Context: an optimization exercise on an open-source flow, tuned for small area and a short achievable clock period. The choices shown serve that exercise and are no tape-out recipe.
Where RTL was checked, it was by simulation tests only, not by an equivalence proof against the original.
No activity file was given, so power comes from the tool's default toggle rates.

==> job 2655 <==
// ps2_key_event_queue
module ps2_key_event_queue #(
  parameter int FIFO_DEPTH      = 8,
  parameter bit SUPPRESS_REPEAT = 1'b1,
  parameter bit IGNORE_CTRL     = 1'b1
) (
  input  logic                          clk,
  input  logic                          reset,
  input  logic [7:0]                    rx_data,
  input  logic                          rx_valid,
  input  logic                          rx_overflow,
  output logic [9:0]                    evt_data,
  output logic                          evt_valid,
  input  logic                          evt_ready,
  output logic [$clog2(FIFO_DEPTH):0]   evt_count,
  output logic                          drop_flag,
  input  logic                          drop_clr,
  output logic [8:0]                    keys_down,
  output logic [31:0]                   cur_key
);
export LEC_CHECK = 0
export CAP_MARGIN = 0
export CORE_MARGIN = 2
export CORE_UTILIZATION = 40
export CTS_BUF_LIST = sky130_fd_sc_hd__clkbuf_8
export CTS_CLUSTER_DIAMETER = 80
export CTS_CLUSTER_SIZE = 16
export SETUP_SLACK_MARGIN = 3.0
export SLEW_MARGIN = 0
export SYNTH_HIERARCHICAL = 1
export TNS_END_PERCENT = 10
create_clock -name core_clock -period 6.5 [get_ports {clk}]
run.sh (not shown) runs the stock make flow with config.mk's settings and CLKGATE_MAP_FILE= SYNTH_SCRIPT=/design/flow/synth_recipe.tcl, a recipe that flattens the netlist after the stock synthesis.
==> job 3043: changes against job 2655 <==
--- a/flow/design.v
+++ b/flow/design.v
@@ -79,24 +79,22 @@
     for (int j = 0; j < 16; j++) begin
       w_row_sel[j] = (r_ext == j[3]) && w_hi_dec[j % 8];
       w_row_ev[j]  = (r_ext == j[3]) && r_row_valid[j];
     end
     for (int k = 0; k < 32; k++)
       w_col_sel[k] = (rx_data[4:0] == k[4:0]);
     w_sel_valid = |(w_row_sel & r_row_valid);
     w_row_raw   = w_half_a | w_half_b;
-    w_row_wr = (w_row_raw | {32{r_phase && !w_sel_valid}}) & ~w_col_sel |
-               (w_col_sel & {32{!w_ev_rel ^ r_phase}});
-    w_row_we = w_row_sel & {16{w_track}};
+    w_row_wr = w_row_raw | {32{r_phase && !w_sel_valid}};
+    if (w_track) w_row_wr = (w_row_wr & ~w_col_sel) | (w_col_sel & {32{!w_ev_rel ^ r_phase}});
+    w_row_we = w_row_sel;
   end
   for (genvar j = 0; j < 16; j++) begin : g_rd
-    ps2kq_and4 u_rd (
-      .a({rx_data[7:5] ~^ 3'(j % 8), w_row_ev[j]}), .y(w_row_rd[j])
-    );
+    ps2kq_dec3 #(.J(j % 8)) u_rd (.x(rx_data[7:5]), .e(w_row_ev[j]), .y(w_row_rd[j]));
   end
   for (genvar p = 0; p < 8; p++) begin : g_pair
     ps2kq_rowpair u_pair (
       .clk(clk), .we(w_row_we[2*p +: 2]), .hold(~w_row_we[2*p +: 2]),
       .rd(w_row_rd[2*p +: 2]), .wr(w_row_wr), .rd_n(w_pair_rd_n[p*32 +: 32])
     );
   end
   for (genvar k = 0; k < 32; k++) begin : g_col
@@ -114,20 +112,19 @@
     );
   end
   for (genvar i = 0; i < 8; i++) begin : g_t4
     ps2kq_nand4 u_t4 (.a(w_term_n[4*i +: 4]), .y(w_t4[i]));
   end
   for (genvar i = 0; i < 4; i++) begin : g_t8
     ps2kq_nor2 u_t8 (.a(w_t4[2*i]), .b(w_t4[2*i+1]), .y(w_t8_n[i]));
   end
-  logic [1:0] w_raw_bit_c, w_raw_bit_n;
-  for (genvar i = 0; i < 2; i++) begin : g_t32
-    ps2kq_nand4 u_t32   (.a(w_t8_n), .y(w_raw_bit_c[i]));
-    ps2kq_and4  u_t32_n (.a(w_t8_n), .y(w_raw_bit_n[i]));
+  logic [3:0] w_raw_bit_c;
+  for (genvar i = 0; i < 4; i++) begin : g_t32
+    ps2kq_nand4 u_t32 (.a(w_t8_n), .y(w_raw_bit_c[i]));
   end
   assign w_raw_bit = w_raw_bit_c[0];
   assign w_pv = r_phase && w_sel_valid;
   always_ff @(posedge clk or posedge reset) begin
     if (reset) begin
       r_row_valid <= '0;
       r_phase     <= 1'b0;
     end else begin
@@ -157,84 +154,76 @@
   assign w_ck_h   = w_acc_h ? w_ck_new : w_ck;
   assign w_ck_f   = w_acc_f ? w_ck_new : w_ck;
   always_ff @(posedge clk or posedge reset) begin
     if (reset) {r_ck_rel, r_ck_ext, r_ck_code} <= {1'b1, 1'b0, 8'h1B};
     else       {r_ck_rel, r_ck_ext, r_ck_code} <= w_ck_next;
   end
   logic [9:0] r_mem [8];
   logic [2:0] r_wr_ptr;
-  logic [7:0] r_rdsel;           
+  logic [7:0] r_rd_oh;                              
+  logic       r_valid;                              
   logic [3:0] r_count;
   logic       r_drop_flag;
   logic       w_pop, w_slot_free;
   logic [2:0] w_wp_h, w_wp_f;
   logic [3:0] w_cnt_w, w_cnt_n, w_cnt_h, w_cnt_f;
   logic       w_drop_h, w_drop_f, w_df_n;
-  logic [7:0] w_rs_pop, w_wr_oh, w_rs_h, w_rs_f;
-  logic       w_empty, w_last_pop, w_wr_h, w_wr_f;
-  assign w_pop       = (r_count != 4'd0) && evt_ready;
+  assign w_pop       = r_valid && evt_ready;
   assign w_slot_free = !r_count[3] || w_pop;
   assign w_cnt_w = w_pop ? r_count : r_count + 4'd1;
   assign w_cnt_n = w_pop ? r_count - 4'd1 : r_count;
   assign w_cnt_h = (w_acc_h && w_slot_free) ? w_cnt_w : w_cnt_n;
   assign w_cnt_f = (w_acc_f && w_slot_free) ? w_cnt_w : w_cnt_n;
   assign w_wp_h  = (w_acc_h && w_slot_free) ? r_wr_ptr + 3'd1 : r_wr_ptr;
   assign w_wp_f  = (w_acc_f && w_slot_free) ? r_wr_ptr + 3'd1 : r_wr_ptr;
   assign w_df_n  = r_drop_flag && !drop_clr;
   assign w_drop_h = (w_acc_h && !w_slot_free) || w_df_n;
   assign w_drop_f = (w_acc_f && !w_slot_free) || w_df_n;
-  assign w_empty    = (r_count == 4'd0);
-  assign w_last_pop = (r_count == 4'd1) && w_pop;
-  assign w_rs_pop   = w_pop ? {r_rdsel[6:0], r_rdsel[7]} : r_rdsel;
-  assign w_wr_oh    = 8'd1 << r_wr_ptr;
-  assign w_wr_h     = w_acc_h && w_slot_free;
-  assign w_wr_f     = w_acc_f && w_slot_free;
-  assign w_rs_h = w_empty ? (w_wr_h ? w_wr_oh : 8'd0) : ((w_last_pop && !w_wr_h) ? 8'd0 : w_rs_pop);
-  assign w_rs_f = w_empty ? (w_wr_f ? w_wr_oh : 8'd0) : ((w_last_pop && !w_wr_f) ? 8'd0 : w_rs_pop);
   always_ff @(posedge clk or posedge reset) begin
     if (reset) begin
       r_wr_ptr    <= 3'd0;
-      r_rdsel     <= 8'd0;
+      r_rd_oh     <= 8'd1;
+      r_valid     <= 1'b0;
       r_count     <= 4'd0;
       r_drop_flag <= 1'b0;
     end else begin
       r_wr_ptr    <= w_wp_next;
       r_count     <= w_cnt_next;
       r_drop_flag <= w_drop_next;
-      r_rdsel     <= w_rs_next;
+      if (w_pop) r_rd_oh <= {r_rd_oh[6:0], r_rd_oh[7]};
+      r_valid     <= w_valid_next;
     end
   end
   always_ff @(posedge clk) begin
     if (w_slot_free) r_mem[r_wr_ptr] <= w_ck_new;
   end
-  logic [34:0] w_nx_h, w_nx_f, w_nx1, w_nx0, w_nx;
-  logic [7:0]  w_rs_next;
+  logic [27:0] w_nx_h, w_nx_f, w_nx1, w_nx0, w_nx;
+  logic        w_valid_next;
   logic [8:0]  w_kd_next;
   logic [9:0]  w_ck_next;
   logic [2:0]  w_wp_next;
   logic [3:0]  w_cnt_next;
   logic        w_drop_next;
-  assign w_nx_h = {w_rs_h, w_kd_h, w_ck_h, w_wp_h, w_cnt_h, w_drop_h};
-  assign w_nx_f = {w_rs_f, w_kd_f, w_ck_f, w_wp_f, w_cnt_f, w_drop_f};
+  assign w_nx_h = {(w_cnt_h != 4'd0), w_kd_h, w_ck_h, w_wp_h, w_cnt_h, w_drop_h};
+  assign w_nx_f = {(w_cnt_f != 4'd0), w_kd_f, w_ck_f, w_wp_f, w_cnt_f, w_drop_f};
   assign w_nx1  = w_pv ? w_nx_f : w_nx_h;
   assign w_nx0  = w_pv ? w_nx_h : w_nx_f;
-  for (genvar i = 0; i < 35; i++) begin : g_pick
-    ps2kq_aoi22 u_pick (
-      .a0(w_raw_bit_c[i % 2]), .b0(!w_nx1[i]), .a1(w_raw_bit_n[i % 2]), .b1(!w_nx0[i]),
-      .y(w_nx[i])
-    );
-  end
-  assign {w_rs_next, w_kd_next, w_ck_next, w_wp_next, w_cnt_next, w_drop_next} = w_nx;
-  assign evt_valid = (r_count != 4'd0);
-  always_comb begin
-    evt_data = 10'd0;
-    for (int i = 0; i < 8; i++)
-      if (r_rdsel[i]) evt_data = evt_data | r_mem[i];
-  end
+  for (genvar i = 0; i < 28; i++) begin : g_pick
+    ps2kq_mux2 u_pick (.s(w_raw_bit_c[i % 4]), .a1(w_nx1[i]), .a0(w_nx0[i]), .y(w_nx[i]));
+  end
+  assign {w_valid_next, w_kd_next, w_ck_next, w_wp_next, w_cnt_next, w_drop_next} = w_nx;
+  assign evt_valid = r_valid;
+  logic [9:0] w_head;
+  ps2kq_fifo_read u_head (
+    .sel(r_rd_oh),
+    .mem({r_mem[7], r_mem[6], r_mem[5], r_mem[4], r_mem[3], r_mem[2], r_mem[1], r_mem[0]}),
+    .y(w_head)
+  );
+  assign evt_data = w_head & {10{r_valid}};
   assign evt_count = r_count;
   assign drop_flag = r_drop_flag;
   assign keys_down = r_keys_down;
   assign cur_key   = {8'h00,
                       (r_ck_ext && r_ck_rel) ? 8'hE0 : 8'h00,
                       r_ck_rel ? 8'hF0 : (r_ck_ext ? 8'hE0 : 8'h00),
                       r_ck_code};
 endmodule
@@ -264,8 +253,26 @@
 endmodule
 module ps2kq_aoi22 (input logic a0, input logic b0, input logic a1, input logic b1,
                     output logic y);
   assign y = ~((a0 & b0) | (a1 & b1));
 endmodule
 module ps2kq_mux2 (input logic s, input logic a1, input logic a0, output logic y);
   assign y = s ? a1 : a0;
 endmodule
+module ps2kq_fifo_read (
+  input  logic [7:0]  sel,
+  input  logic [79:0] mem,
+  output logic [9:0]  y
+);
+  always_comb begin
+    y = 10'd0;
+    for (int i = 0; i < 8; i++)
+      if (sel[i]) y = y | mem[i*10 +: 10];
+  end
+endmodule
+module ps2kq_dec3 #(parameter int J = 0) (
+  input  logic [2:0] x,
+  input  logic       e,
+  output logic       y
+);
+  assign y = (x == 3'(J)) && e;
+endmodule
==> flow/flow/run.sh (new file) <==
#!/bin/bash
# Layout flow: the standard flow, with the port buffers made plain
# buffers (sky130_fd_sc_hd__buf_4) instead of the default delay-cell choice.
export BUFFER_PORTS_ARGS="-buffer_cell sky130_fd_sc_hd__buf_4"
bash standard.sh > standard.log 2>&1
==> flow/standard.sh (new file) <==
#!/bin/bash
# synth_recipe.tcl (not shown) runs the flow's synth.tcl, then flattens the netlist and writes it again
# the make line also repeats each setting of config.mk as NAME=value (left out here)
make -C /OpenROAD-flow-scripts/flow DESIGN_CONFIG=/design/flow/config.mk WORK_HOME=/design/flow/orfs CLKGATE_MAP_FILE= SYNTH_SCRIPT=/design/flow/synth_recipe.tcl "${@:-finish}"
CAP_MARGIN = 10   (was 0)
CORE_UTILIZATION = 60   (was 40)
SETUP_SLACK_MARGIN = 3.3   (was 3.0)
SLEW_MARGIN = 10   (was 0)
removed: flow/run.sh
==> comparison table <==
| item | job 2655 | job 3043 |
|---|---|---|
| Internal power | 7220 uW | 7180 uW |
| Simple-gate share of the synthesized area | 0.0860 | 0.0903 |
| Final-layout worst hold slack | 0.452 ns | 0.450 ns |
| Start point of the worst min-delay path | g_pair[3].u_pair.q0[30] | g_pair[5].u_pair.q0[31] |
| Global-route track usage on met2 | 0.401 | 0.594 |
| Chip Height | 259 um | 212 um |
| Clock net sink count | 650 | 651 |
| Via-to-Cell Ratio | 6.83 | 7.28 |
| Result of the run | timing/DRC/antenna clean | timing/DRC/antenna clean |
| Slack of the worst reg-to-reg path | 2.99 ns | 3.26 ns |
| VDD IR max | 0.162 mV | 0.236 mV |
| Post-placement cell area | 27000 sq um | 26500 sq um |
| Core region area | 64300 sq um | 43000 sq um |
| Maximum clock frequency | 280 MHz | 308 MHz |
| Share of cell area taken by multi-input logic gates | 0.375 | 0.384 |
| Multi-input gate area | 11000 sq um | 11200 sq um |
| Dpl hpwl | 51.2 mm | 48.9 mm |
| Fraction of area in registers | 0.481 | 0.483 |
No functional check of the RTL was part of job 2655.

-- afterwards: timing with drivers on the ports --
How much do the figures lean on ideal ports? The routed layouts below were timed once more, with nothing changed but the port constraints. Step 1: set_driving_cell puts a clkbuf_16 on clk and a buf_2 on each other input, an assumption about the parent block. Step 2 also shifts input and output timing later by t, the mid clock arrival at the registers, as if the neighbouring blocks saw the same clock. Three values: no drivers, after step 1, after step 2; two values: the first two.
run | t, ns | setup slack, ns | worst slew at a driven data input, ns
job 2655 | 0.743 | 2.922 / 2.863 / 2.235 | 0.13
job 3043 | 0.724 | 3.251 / 3.142 / 2.418 | 0.17
After both steps every run listed still meets setup and hold. For job 3043, which loses most, drivers alone change the setup slack by -0.109 ns; drivers and shift together by -0.833 ns.
